What follows belongs to an exercise in optimizing a design on an open flow for small area, a short achievable clock period and few clock cycles per item; a production flow would make more cautious choices. Only the layout flow was run in this run; the RTL was not checked for function there. No activity file was given, so power comes from the tool's default toggle rates.

### flow/flow/run.sh
#!/bin/bash
# Own layout flow: the standard flow (standard.sh: the standard synthesis
# and ORFS steps, unchanged) with one ORFS setting passed through the
# environment: BUFFER_PORTS_ARGS makes every port buffer a
# sky130_fd_sc_hd__buf_1 cell instead of the default delay buffer
# (clkdlybuf4s50_1), which is larger and slower. Every input and output port
# is still buffered; the clock period and constraints are the standard flow's.
# The make/ORFS output goes to standard_flow.log; each ORFS step keeps its own
# log under orfs/logs/.
set -euo pipefail
export BUFFER_PORTS_ARGS="-buffer_cell sky130_fd_sc_hd__buf_1"
bash standard.sh > standard_flow.log 2>&1
### flow/standard.sh
#!/bin/bash
# synth_recipe.tcl (not shown) runs the flow's synth.tcl, then flattens the netlist and writes it again
# the make line also repeats each setting of config.mk as NAME=value (left out here)
make -C /OpenROAD-flow-scripts/flow DESIGN_CONFIG=/design/flow/config.mk WORK_HOME=/design/flow/orfs CLKGATE_MAP_FILE= SYNTH_SCRIPT=/design/flow/synth_recipe.tcl "${@:-finish}"
### flow/config.mk
export PLATFORM = sky130hd
export DESIGN_NAME = incubator_setpoint_and_alarm_supervisor
export DESIGN_NICKNAME = incubator_setpoint_and_alarm_supervisor
export VERILOG_FILES = /design/flow/design.v
export SDC_FILE = /design/flow/constraint.sdc
export NUM_CORES = 4
export LEC_CHECK = 0
export CAP_MARGIN = 20
export CORE_MARGIN = 2
export CORE_UTILIZATION = 60
export SETUP_SLACK_MARGIN = 4.6
export SLEW_MARGIN = 20
### flow/constraint.sdc
create_clock -name core_clock -period 8.0 [get_ports {clk}]
set_input_delay 1.6000 -clock core_clock [delete_from_list [all_inputs] [get_ports {clk}]]
set_output_delay 1.6000 -clock core_clock [all_outputs]
set_load 0.01 [all_outputs]
### flow/design.v
package isas_pkg;
  localparam int TEMP_W   = 12;
  localparam int HOST_W   = 15;
  localparam int SECS_W   = 32;
  localparam int MS_W     = 11;
  localparam int TICKMS_W = 10;
  localparam int BAND_W   = 9;
  localparam int CNT16_W  = 16;
  localparam int ERR_W    = 12;
  localparam int BEST_W   = 14;
  localparam int ALU_W    = 33;
  localparam int APB_AW   = 5;
  localparam int APB_DW   = 32;
  localparam logic [1:0] MODE_IDLE  = 2'd0;
  localparam logic [1:0] MODE_RUN   = 2'd1;
  localparam logic [1:0] MODE_SET   = 2'd2;
  localparam logic [1:0] MODE_ALARM = 2'd3;
  localparam logic [1:0] OP_TICK      = 2'd0;
  localparam logic [1:0] OP_KEY       = 2'd1;
  localparam logic [1:0] OP_HOST_SET  = 2'd2;
  localparam logic [1:0] OP_HOST_STOP = 2'd3;
  localparam logic [1:0] REPLY_NONE   = 2'd0;
  localparam logic [1:0] REPLY_ACCEPT = 2'd1;
  localparam logic [1:0] REPLY_RANGE  = 2'd2;
  localparam logic [3:0] KEY_DIGIT_MAX = 4'd9;
  localparam logic [3:0] KEY_STAR      = 4'd10;
  localparam logic [3:0] KEY_HASH      = 4'd11;
  localparam logic [2:0] CFG_IDX_BAND    = 3'd0;
  localparam logic [2:0] CFG_IDX_MIN     = 3'd1;
  localparam logic [2:0] CFG_IDX_MAX     = 3'd2;
  localparam logic [2:0] CFG_IDX_DEFAULT = 3'd3;
  localparam logic [2:0] CFG_IDX_STARTUP = 3'd4;
  localparam logic [2:0] CFG_IDX_STUCK   = 3'd5;
  localparam logic [2:0] CFG_IDX_TICKMS  = 3'd6;
  localparam logic [MS_W-1:0] MS_PER_SEC = 11'd1000;
  localparam logic [BAND_W-1:0]   BAND_RST    = 9'd20;
  localparam logic [TEMP_W-1:0]   MIN_RST     = 12'd200;
  localparam logic [TEMP_W-1:0]   MAX_RST     = 12'd600;
  localparam logic [TEMP_W-1:0]   DEFAULT_RST = 12'd370;
  localparam logic [CNT16_W-1:0]  STARTUP_RST = 16'd3000;
  localparam logic [CNT16_W-1:0]  STUCK_RST   = 16'd300;
  localparam logic [TICKMS_W-1:0] TICKMS_RST  = 10'd200;
  typedef logic signed [TEMP_W-1:0] temp_t;
  typedef struct packed {
    logic [BAND_W-1:0]   alarm_band;
    temp_t               min_target;
    temp_t               max_target;
    temp_t               default_target;
    logic [CNT16_W-1:0]  startup_ticks;
    logic [CNT16_W-1:0]  stuck_ticks;
    logic [TICKMS_W-1:0] tick_ms;
    logic                load_default;
  } cfg_regs_t;
  typedef struct packed {
    logic             sub;
    logic [ALU_W-1:0] a;
    logic [ALU_W-1:0] b;
  } alu_req_t;
  typedef struct packed {
    logic [ALU_W-1:0] sum;
    logic             neg;
  } alu_rsp_t;
endpackage
import isas_pkg::*;
module isas_cfg (
  input  logic              clk,
  input  logic              rst_n,
  input  logic              psel,
  input  logic              penable,
  input  logic              pwrite,
  input  logic [isas_pkg::APB_AW-1:0] paddr,
  input  logic [isas_pkg::APB_DW-1:0] pwdata,
  output logic [isas_pkg::APB_DW-1:0] prdata,
  output logic              pready,
  output isas_pkg::cfg_regs_t         cfg
);
  logic [BAND_W-1:0]   band_r;
  logic [TEMP_W-1:0]   min_r;
  logic [TEMP_W-1:0]   max_r;
  logic [TEMP_W-1:0]   default_r;
  logic [CNT16_W-1:0]  startup_r;
  logic [CNT16_W-1:0]  stuck_r;
  logic [TICKMS_W-1:0] tickms_r;
  logic                wr;
  logic                load_r;
  logic [2:0]          idx;
  assign pready = 1'b1;
  assign wr     = psel && penable && pwrite;
  assign idx    = paddr[4:2];
  always_ff @(posedge clk) begin
    load_r <= rst_n && wr && (idx == CFG_IDX_DEFAULT);
  end
  logic [CNT16_W-1:0] wd0, wd1;
  logic [7:0]         en;
  assign wd0 = pwdata[CNT16_W-1:0] & {CNT16_W{rst_n}};
  assign wd1 = pwdata[CNT16_W-1:0] | {CNT16_W{!rst_n}};
  always_comb begin
    for (int i = 0; i < 8; i++) begin
      en[i] = !rst_n || (wr && (idx == 3'(i)));
    end
  end
  function automatic logic [CNT16_W-1:0] rv(input logic [CNT16_W-1:0] rst_val);
    for (int b = 0; b < CNT16_W; b++) begin
      rv[b] = rst_val[b] ? wd1[b] : wd0[b];
    end
  endfunction
  always_ff @(posedge clk) begin
    if (en[CFG_IDX_BAND])    band_r    <= BAND_W'(rv(CNT16_W'(BAND_RST)));
    if (en[CFG_IDX_MIN])     min_r     <= TEMP_W'(rv(CNT16_W'(MIN_RST)));
    if (en[CFG_IDX_MAX])     max_r     <= TEMP_W'(rv(CNT16_W'(MAX_RST)));
    if (en[CFG_IDX_DEFAULT]) default_r <= TEMP_W'(rv(CNT16_W'(DEFAULT_RST)));
    if (en[CFG_IDX_STARTUP]) startup_r <= rv(STARTUP_RST);
    if (en[CFG_IDX_STUCK])   stuck_r   <= rv(STUCK_RST);
    if (en[CFG_IDX_TICKMS])  tickms_r  <= TICKMS_W'(rv(CNT16_W'(TICKMS_RST)));
  end
  logic [CNT16_W-1:0] rd_sel;
  logic [CNT16_W-1:0] rdata_r;
  always_comb begin
    rd_sel = '0;
    unique case (idx)
      CFG_IDX_BAND:    rd_sel = CNT16_W'(band_r);
      CFG_IDX_MIN:     rd_sel = CNT16_W'(min_r);
      CFG_IDX_MAX:     rd_sel = CNT16_W'(max_r);
      CFG_IDX_DEFAULT: rd_sel = CNT16_W'(default_r);
      CFG_IDX_STARTUP: rd_sel = startup_r;
      CFG_IDX_STUCK:   rd_sel = stuck_r;
      CFG_IDX_TICKMS:  rd_sel = CNT16_W'(tickms_r);
      default:         rd_sel = '0;
    endcase
  end
  always_ff @(posedge clk) begin
    rdata_r <= rd_sel;
  end
  assign prdata = APB_DW'(rdata_r);
  assign cfg.alarm_band     = band_r;
  assign cfg.min_target     = min_r;
  assign cfg.max_target     = max_r;
  assign cfg.default_target = default_r;
  assign cfg.startup_ticks  = startup_r;
  assign cfg.stuck_ticks    = stuck_r;
  assign cfg.tick_ms        = tickms_r;
  assign cfg.load_default   = load_r;
endmodule
import isas_pkg::*;
module incubator_setpoint_and_alarm_supervisor #(
  parameter int MAX_DIGITS = 4
) (
  input  logic              clk,
  input  logic              rst_n,
  input  logic              in_valid,
  output logic              in_ready,
  input  logic [1:0]        in_opcode,
  input  logic [isas_pkg::TEMP_W-1:0] in_measured_temp,
  input  logic [3:0]        in_key_code,
  input  logic [isas_pkg::HOST_W-1:0] in_host_target,
  output logic              out_valid,
  input  logic              out_ready,
  output logic [1:0]        out_mode,
  output logic              out_buzzer_on,
  output logic [isas_pkg::TEMP_W-1:0] out_target_temp,
  output logic [isas_pkg::SECS_W-1:0] out_run_seconds,
  output logic              out_control_active,
  output logic              out_controller_reset,
  output logic              out_drive_stop,
  output logic [1:0]        out_host_reply,
  input  logic              cfg_psel,
  input  logic              cfg_penable,
  input  logic              cfg_pwrite,
  input  logic [isas_pkg::APB_AW-1:0] cfg_paddr,
  input  logic [isas_pkg::APB_DW-1:0] cfg_pwdata,
  output logic [isas_pkg::APB_DW-1:0] cfg_prdata,
  output logic              cfg_pready
);
  localparam int BST_W = 12;    
  isas_pkg::cfg_regs_t cfg;
  logic              s1_v;
  logic              s1_tk, s1_ky, s1_hs;   
  logic [TEMP_W-1:0] s1_data;
  logic              s1_ok;
  logic              h_ok;
  logic [TEMP_W-1:0] t_eff;
  logic [TEMP_W:0]   i_d;        
  logic              s1_dsign;   
  logic              s1_prep;    
  logic              s1_pre1;    
  logic              prep_now;   
  logic              prep_x10;   
  logic              s1_kh, s1_ks, s1_kd;   
  logic              need_prep;
  logic [HOST_W-1:0] rng_val;
  logic              in_fire;
  logic              rdy_x_r, rdy_y_r;
  logic              adv;
  logic [1:0]          mode_r,   mode_nxt;
  logic [TEMP_W-1:0]   target_r, target_nxt;
  logic [2:0]          count_r,  count_nxt;
  logic [13:0]         kv_r,     kv_nxt;
  logic [3:0]          div_step_r;
  logic [3:0]          div_rem_r;
  logic                div_start;
  logic                busy;
  logic [CNT16_W-1:0]  blank_r,  blank_nxt;
  logic [BST_W-1:0]    best_r,   best_nxt;
  logic [CNT16_W-1:0]  nogain_r, nogain_nxt;
  logic                buzzer_r, buzzer_nxt;
  logic [9:0]          millis_r, millis_nxt;
  logic [SECS_W-1:0]   secs_r,   secs_nxt;
  logic                active_r, active_nxt;
  logic                pid_r,    pid_nxt;
  logic                stop_r,   stop_nxt;
  logic [1:0]          reply_r,  reply_nxt;
  logic                out_valid_r;
  isas_cfg u_cfg (
    .clk     (clk),
    .rst_n   (rst_n),
    .psel    (cfg_psel),
    .penable (cfg_penable),
    .pwrite  (cfg_pwrite),
    .paddr   (cfg_paddr),
    .pwdata  (cfg_pwdata),
    .prdata  (cfg_prdata),
    .pready  (cfg_pready),
    .cfg     (cfg)
  );
  assign busy      = (div_step_r != 4'd0);
  assign need_prep = s1_v && s1_kh && !s1_prep && (mode_r == MODE_SET);
  assign adv       = s1_v && !busy && !need_prep && (!out_valid_r || out_ready);
  assign in_ready  = rdy_x_r || (rdy_y_r && out_ready);
  assign in_fire   = in_valid && in_ready;
  logic       s1_v_d, out_valid_d, s1_kh_d, s1_prep_d, busy_d, need_prep_d, rdy_b_d;
  logic       set_next, set_d;
  assign s1_v_d      = rst_n && (in_fire || (s1_v && !adv));
  assign out_valid_d = rst_n && (adv || (out_valid_r && !out_ready));
  assign s1_kh_d     = in_fire ? ((in_opcode == OP_KEY) && (in_key_code == KEY_HASH)) : s1_kh;
  assign s1_prep_d   = prep_now || (s1_prep && !in_fire);
  assign busy_d      = rst_n && ((adv && div_start) || (div_step_r > 4'd1));
  assign set_next    = s1_ks || ((mode_r == MODE_SET) &&
                                 (s1_tk || (s1_ky && !s1_kh) || (s1_hs && !s1_ok)));
  assign set_d       = rst_n && (adv ? set_next : (mode_r == MODE_SET));
  assign need_prep_d = s1_v_d && s1_kh_d && !s1_prep_d && set_d;
  assign rdy_b_d     = !busy_d && !need_prep_d;
  always_ff @(posedge clk) begin
    rdy_x_r <= !s1_v_d || (rdy_b_d && !out_valid_d);
    rdy_y_r <= rdy_b_d;
  end
  assign prep_x10 = need_prep && !busy && !s1_pre1 && (count_r == 3'd1 || count_r == 3'd2);
  assign prep_now = need_prep && !busy && !prep_x10;
  assign rng_val  = !need_prep ? in_host_target :
                    s1_pre1    ? HOST_W'(s1_data) : HOST_W'(kv_r);
  assign h_ok = ($signed(rng_val) >= $signed(cfg.min_target)) &&
                ($signed(rng_val) <= $signed(cfg.max_target));
  assign t_eff = (s1_v && s1_ok) ? s1_data : target_r;
  assign i_d   = {in_measured_temp[TEMP_W-1], in_measured_temp} - {t_eff[TEMP_W-1], t_eff};
  always_ff @(posedge clk) begin
    if (!rst_n) begin
      s1_v <= 1'b0;
    end else if (in_fire) begin
      s1_v <= 1'b1;
    end else if (adv) begin
      s1_v <= 1'b0;
    end
  end
  always_ff @(posedge clk) begin
    if (prep_x10) begin
      s1_pre1 <= 1'b1;
      s1_data <= TEMP_W'(kv10);
    end else if (prep_now) begin
      s1_prep <= 1'b1;
      s1_ok   <= h_ok && (count_r != 3'd0);
      if (!s1_pre1) begin
        s1_data <= kv_r[TEMP_W-1:0];
      end
    end else if (in_fire) begin
      s1_tk   <= (in_opcode == OP_TICK);
      s1_ky   <= (in_opcode == OP_KEY);
      s1_hs   <= (in_opcode == OP_HOST_SET);
      s1_dsign <= i_d[TEMP_W];
      s1_ok   <= h_ok && (in_opcode == OP_HOST_SET);
      s1_prep <= 1'b0;
      s1_pre1 <= 1'b0;
      s1_kh   <= (in_opcode == OP_KEY) && (in_key_code == KEY_HASH);
      s1_ks   <= (in_opcode == OP_KEY) && (in_key_code == KEY_STAR);
      s1_kd   <= (in_opcode == OP_KEY) && (in_key_code <= KEY_DIGIT_MAX);
      if (in_opcode == OP_TICK) begin
        s1_data <= i_d[TEMP_W-1:0];
      end else if (in_opcode[1]) begin
        s1_data <= in_host_target[TEMP_W-1:0];
      end else begin
        s1_data <= {8'd0, in_key_code};
      end
    end
  end
  logic              run_like;
  logic [TEMP_W-1:0] err;
  logic              blanking;
  logic              in_band;
  logic              better;
  logic              stuck_inc;
  logic [16:0]       nogain_p1;
  logic [10:0]       ms_sum;
  logic              ms_c1, ms_c2;
  logic [10:0]       ms_new;
  logic [11:0]       ms_s1, ms_s2;
  logic [SECS_W-1:1] secs_hi_p1;
  logic              secs_cy;
  logic [SECS_W-1:0] secs_tick;
  logic [3:0]        key;
  logic [13:0]       kv_x10;
  logic [9:0]        kv10;      
  assign run_like = (mode_r == MODE_RUN) || (mode_r == MODE_ALARM);
  assign err = s1_dsign ? TEMP_W'(-$signed({s1_dsign, s1_data})) : s1_data;
  assign blanking  = blank_r < cfg.startup_ticks;
  assign in_band   = err <= BST_W'(cfg.alarm_band);
  assign better    = (best_r == '0) || (err < best_r);
  assign nogain_p1 = {1'b0, nogain_r} + 17'd1;
  assign stuck_inc = nogain_p1 >= {1'b0, cfg.stuck_ticks};
  assign ms_sum = {1'b0, millis_r} + {1'b0, cfg.tick_ms};
  assign ms_s1  = {2'b0, millis_r} + {2'b0, cfg.tick_ms} - 12'd1000;
  assign ms_s2  = {2'b0, millis_r} + {2'b0, cfg.tick_ms} - 12'd2000;
  assign ms_c1  = !ms_s1[11];
  assign ms_c2  = !ms_s2[11];
  assign ms_new = ms_c2 ? ms_s2[10:0] : ms_c1 ? ms_s1[10:0] : ms_sum;
  assign secs_hi_p1 = secs_r[SECS_W-1:1] + 31'd1;
  assign secs_cy    = ms_c2 || (ms_c1 && secs_r[0]);
  assign secs_tick  = {secs_cy ? secs_hi_p1 : secs_r[SECS_W-1:1], secs_r[0] ^ (ms_c1 && !ms_c2)};
  assign key = s1_data[3:0];
  assign kv_x10 = (14'(kv_r[9:0]) << 3) + (14'(kv_r[9:0]) << 1) + 14'(key);
  assign kv10   = (10'(kv_r[6:0]) << 3) + (10'(kv_r[6:0]) << 1);
  always_comb begin
    mode_nxt   = mode_r;
    target_nxt = target_r;
    count_nxt  = count_r;
    kv_nxt     = kv_r;
    div_start  = 1'b0;
    blank_nxt  = blank_r;
    best_nxt   = best_r;
    nogain_nxt = nogain_r;
    buzzer_nxt = buzzer_r;
    millis_nxt = millis_r;
    secs_nxt   = secs_r;
    active_nxt = 1'b0;
    pid_nxt    = 1'b0;
    stop_nxt   = 1'b0;
    reply_nxt  = REPLY_NONE;
    if (s1_tk) begin
      if (!run_like) begin
        buzzer_nxt = 1'b0;
      end else begin
        active_nxt = 1'b1;
        if (blanking) begin
          buzzer_nxt = 1'b0;
          blank_nxt  = blank_r + 16'd1;
        end else if (in_band) begin
          buzzer_nxt = 1'b0;
          nogain_nxt = '0;
          best_nxt   = '0;
          mode_nxt   = MODE_RUN;
        end else if (better) begin
          best_nxt   = err;
          nogain_nxt = '0;
          if (cfg.stuck_ticks == '0) begin
            mode_nxt   = MODE_ALARM;
            buzzer_nxt = 1'b1;
          end
        end else begin
          if (!nogain_p1[16]) begin
            nogain_nxt = nogain_p1[15:0];
          end
          if (stuck_inc) begin
            mode_nxt   = MODE_ALARM;
            buzzer_nxt = 1'b1;
          end
        end
        millis_nxt = ms_new[9:0];
        secs_nxt   = secs_tick;
      end
    end else if (s1_ky) begin
      if (s1_ks) begin
        if (mode_r == MODE_SET) begin
          if (count_r != 3'd0) begin
            count_nxt = count_r - 3'd1;
            div_start = 1'b1;
          end
        end else begin
          mode_nxt  = MODE_SET;
          count_nxt = 3'd0;
          kv_nxt    = '0;
        end
      end else if (s1_kh) begin
        secs_nxt   = '0;
        millis_nxt = '0;
        if (mode_r == MODE_RUN) begin
          mode_nxt = MODE_IDLE;
          stop_nxt = 1'b1;
        end else begin
          if (mode_r == MODE_SET) begin
            if (s1_ok) begin
              target_nxt = s1_data;
            end
            count_nxt = 3'd0;
            pid_nxt   = 1'b1;
          end
          mode_nxt   = MODE_RUN;
          blank_nxt  = '0;
          best_nxt   = '0;
          nogain_nxt = '0;
          buzzer_nxt = 1'b0;
        end
      end else if (mode_r == MODE_SET && s1_kd &&
                   count_r < 3'(MAX_DIGITS)) begin
        kv_nxt    = kv_x10;
        count_nxt = count_r + 3'd1;
      end
    end else if (s1_hs) begin
      if (s1_ok) begin
        target_nxt = s1_data;
        pid_nxt    = 1'b1;
        reply_nxt  = REPLY_ACCEPT;
        if (mode_r != MODE_RUN) begin
          mode_nxt = MODE_RUN;
          secs_nxt = '0;
        end
      end else begin
        reply_nxt = REPLY_RANGE;
      end
    end else begin
      mode_nxt   = MODE_IDLE;
      stop_nxt   = 1'b1;
      secs_nxt   = '0;
      millis_nxt = '0;
      reply_nxt  = REPLY_ACCEPT;
    end
  end
  always_ff @(posedge clk) begin
    if (!rst_n) begin
      mode_r      <= MODE_IDLE;
      target_r    <= DEFAULT_RST;
      blank_r     <= '0;
      best_r      <= '0;
      nogain_r    <= '0;
      buzzer_r    <= 1'b0;
      millis_r    <= '0;
      secs_r      <= '0;
      out_valid_r <= 1'b0;
    end else begin
      if (adv) begin
        mode_r      <= mode_nxt;
        blank_r     <= blank_nxt;
        best_r      <= best_nxt;
        nogain_r    <= nogain_nxt;
        buzzer_r    <= buzzer_nxt;
        millis_r    <= millis_nxt;
        secs_r      <= secs_nxt;
      end
      if (cfg.load_default) begin
        target_r <= cfg.default_target;   
      end else if (adv) begin
        target_r <= target_nxt;
      end
      if (adv) begin
        out_valid_r <= 1'b1;
      end else if (out_ready) begin
        out_valid_r <= 1'b0;
      end
    end
  end
  logic [4:0] div_r5;
  logic       div_q;
  assign div_r5 = {div_rem_r, kv_r[13]};
  assign div_q  = (div_r5 >= 5'd10);
  always_ff @(posedge clk) begin
    if (!rst_n) begin
      div_step_r <= 4'd0;
    end else if (adv && div_start) begin
      div_step_r <= 4'd14;
    end else if (busy) begin
      div_step_r <= div_step_r - 4'd1;
    end
  end
  always_ff @(posedge clk) begin
    if (adv) begin
      div_rem_r <= 4'd0;
    end else if (busy) begin
      div_rem_r <= div_q ? 4'(div_r5 - 5'd10) : div_r5[3:0];
    end
    if (adv) begin
      kv_r <= kv_nxt;
    end else if (busy) begin
      kv_r <= {kv_r[12:0], div_q};
    end
  end
  always_ff @(posedge clk) begin
    if (adv) begin
      count_r  <= count_nxt;
      active_r <= active_nxt;
      pid_r    <= pid_nxt;
      stop_r   <= stop_nxt;
      reply_r  <= reply_nxt;
    end
  end
  assign out_valid            = out_valid_r;
  assign out_mode             = mode_r;
  assign out_buzzer_on        = buzzer_r;
  assign out_target_temp      = target_r;
  assign out_run_seconds      = secs_r;
  assign out_control_active   = active_r;
  assign out_controller_reset = pid_r;
  assign out_drive_stop       = stop_r;
  assign out_host_reply       = reply_r;
endmodule
==> run notes <==
-- logic make-up (layout without fill, tap and decap cells) --
family	after synthesis	count (layout)	synth area share (%)
and+or+nand+nor	629	629	19.04
other	2	17	0.04511
DFF	261	261	39.08
muxes	67	67	4.607
AOI/OAI and AO/OA	448	457	17.48
buffers and inverters	232	385	5.659
adders and majority gates	145	145	11.26
xor gates and xnor gates	54	54	2.841
-- worst max-delay path, cell delays in order, from the launching register on --
cell	delay [ns]
edfxtp_1	0.45
or4_4	0.57
or3_4	0.35
or2_4	0.24
o31a_1	0.27
xor2_2	0.17
ha_1	0.33
a2111o_1	0.38
nor2_1	0.09
o211ai_1	0.13
nand2_4	0.16
mux2i_4	0.32
o21bai_1	0.12
a221oi_1	0.27
-- cells in the final DEF, fill, tap and decap left out, types with 9 or more instances in the layout --
master | Yosys | final
clkbuf_1 | 74 | 9
and2_1 | 25 | 24
o21ai_0 | 113 | 85
buf_4 | 17 | 60
o211ai_1 | 31 | 31
and3_1 | 23 | 21
mux2i_1 | 56 | 55
o21a_1 | 17 | 16
o41ai_1 | 16 | 14
conb_1 | 2 | 17
xnor2_1 | 35 | 33
a21oi_1 | 117 | 101
o31ai_1 | 15 | 11
nor3_1 | 31 | 29
or3_1 | 14 | 12
dfxtp_1 | 133 | 132
clkbuf_16 | 0 | 30
a31oi_1 | 13 | 11
buf_1 | 6 | 122
xor2_1 | 19 | 18
or4_1 | 19 | 13
nor2b_1 | 33 | 30
nand3_1 | 75 | 69
nand2b_1 | 44 | 42
buf_6 | 0 | 12
a211oi_1 | 17 | 14
nor4_1 | 13 | 10
inv_1 | 127 | 124
a21oi_2 | 1 | 14
nand4_1 | 25 | 25
nand2_1 | 160 | 154
o21ai_1 | 3 | 24
edfxtp_1 | 128 | 128
a21o_1 | 22 | 22
nor2_1 | 132 | 125
ha_1 | 137 | 131
-- power by group --
group / switching (W) / internal [W] / leakage, nW / total (W)
combinational: 0.000385 / 0.000260 / 5.10 / 0.000645
sequential: 0.0000728 / 0.00148 / 2.32 / 0.00155
clock: 0.000553 / 0.000809 / 0.462 / 0.00136
total: 0.00101 / 0.00255 / 7.88 / 0.00356
-- layout make-up --
type	instances	area, µm²
Sequential cell	261	6507
Clock buffer	42	825.8
Inverter	129	496.7
Timing Repair Buffer	204	1191
Clock inverter	10	136.4
Multi-Input combinational cell	1369	10070
Tap cell	372	465.4
Fill cell	2027	7407
-- final timing paths --
kind                  to  slack, ns  cells past startpoint
max            mode_r[1]       4.03                     13
min          millis_r[0]       0.47                      2
max reg2reg    mode_r[1]       4.03                     13
min reg2reg  millis_r[0]       0.47                      2
-- what timing repair did --
item	4_1_cts	5_1_grt
gates cloned	5	5
endpoints found under the setup margin	93	103
buffers inserted	35	22
resized for setup	57	86
pin swaps	24	38
-- metrics by stage --
step                std cells  area (µm²)  total power [W]
CTS                      2360       19100         0.003513
floorplan                1853       16930         0.001940
global route             2387       19690         0.003680
detailed placement       2268       17510         0.002106
finish                   2387       19690         0.003559
global placement         2268       17510         0.002091
-- routing by layer --
layer	up-vias	GRT usage [%]	part of all wire, %
met5	-	0	0
li1	7005	-	-
met3	106	5.020	6.5
met2	533	52.23	47
met4	0	12.30	4.0
met1	7017	42.77	43
-- state kept, by name, summed over array words and instances, names as in the netlist, 9 cells and up --
name	flops
millis_r	10
u_cfg.startup_r	16
s1_data	12
best_r	12
u_cfg.max_r	12
u_cfg.band_r	9
u_cfg.tickms_r	10
u_cfg.stuck_r	16
secs_r	32
u_cfg.rdata_r	16
u_cfg.default_r	12
kv_r	14
nogain_r	16
u_cfg.min_r	12
target_r	12
blank_r	16
==> flow_summary.ini <==
[critical_path]
crit_path_max_fanout = 4
cp-start-kind = flip-flop
endpoint_kind = flip-flop
critPathArrivalTime_ns = 4.43
critPathKind = reg2reg
crit_start = s1_data[3]
worstPathRequired_ns = 8.46
rr_startpoint = s1_data[3]

[floorplanning]
core_area_mm2 = 0.02710
die_y_um = 170.6
die_area_mm2 = 0.02910
pin_count = 164
start_util_pct = 61.44
num_rows = 60
dieWidth_um = 170.6

[global_route]
grt.total_usage_pct = 31.95
grt_pass1_vias = 13500
antenna_found_initial = 0
grt-ovfl-total = 0
grt_pass1_wl_um = 72770
grt_max_degree = 55

[yosys]
async_flop_share_pct = 0
synth.cell_area_mm2 = 0.01665
netlist.area_leader.share_pct = 23.09
synth_common_cells = 160 x nand2_1, 137 x ha_1, 133 x dfxtp_1, 132 x nor2_1, 128 x edfxtp_1
ys_types = 87
synthTopCellsByArea = edfxtp_1 23%, dfxtp_1 16%, ha_1 10%
yosysMostFrequentCell = nand2_1
avgSynthCellArea_um2 = 9.059
ys_ff_latch = 261
yosysWarnings = 2
synth_edf_count = 128
synth_area_leader_cell = edfxtp_1
synthCells = 1838
synth_top_flop_cell = dfxtp_1
synth-seq-area-share_pct = 39.08

[sta]
max_slew_margin_pct = 30.63
fin_ws_ns = 4.031
fin_tns_setup_ns = 0
finalCriticalPeriod_ns = 3.969
whs_ns = 0.4664
final-hold-violation-count = 0
finalCritPeriodShare_pct = 49.62
clock.fmax_ghz = 0.2519
tightestPinTransition_ns = 1.034
drv_slew = 0
finalSetupViolations = 0
rsz0062_at_grt = true
finClkSkew_ns = 0.01588

[clock_network]
clk_latency_ns = 0.56
cts_hold_buf = 0
cts_tree = yes
htreeDepth = 1
clkTransAtPathRegs_ns = 0.07
cts_buffers = 28
cts_buffer_depth = 3
clockRootBuffer = clkbuf_16
cts_num_sinks = 261

[drt]
ant_nets = 0
drt-total-wl_um = 48600
post_drt_via_cell_ratio = 6.142
first_pass_iters = 7
drc = 0
wl_per_cell_um = 20.36
num_vias = 14660
initialDrtViolationCount = 1238

[cells_and_area]
drive_above_1_share_pct = 13.25
nNetsFinal = 2215
diodes = 0
area_growth_pct = 18.28
final_util_pct = 72.67

[run_status]
status = no timing/DRC/antenna violations

[pwr]
powerDensity_mw_per_mm2 = 180.7
leakage_nw = 7.882
ir_drop_mv = 0.2031

[min_path]
min-delay-path-class = reg2reg
min-delay-start = millis_r[0]

[placement]
hpwlAfterDp_um = 33530
numPortBuffers = 128
post-place-ws_ns = 3.671
gp_congestion = 0.9642

[job]
cap_violations = 0

re-timing with driven ports:
In the flow no input, the clock included, has a driving cell. The finished layout below was timed again as built, in two steps.
Step 1: set_driving_cell puts a clkbuf_16 on clk and a buf_2 on each other input, an assumption about the parent block.
Step 2, shift: input delay + t, output delay - t, t = (earliest + latest rising clock arrival at the registers) / 2. This alone moves slack from input paths to output paths.
Three values: ideal, step 1, step 2; two values: the first two.
t, ns: 0.610
setup WS [ns]: 4.031 / 4.031 / 4.031
worst slew at a driven data input, ns: 0.05
After both steps this run still meets setup and hold. The setup slack of this run moves by 0.000 ns with the drivers and by 0.000 ns with both steps.
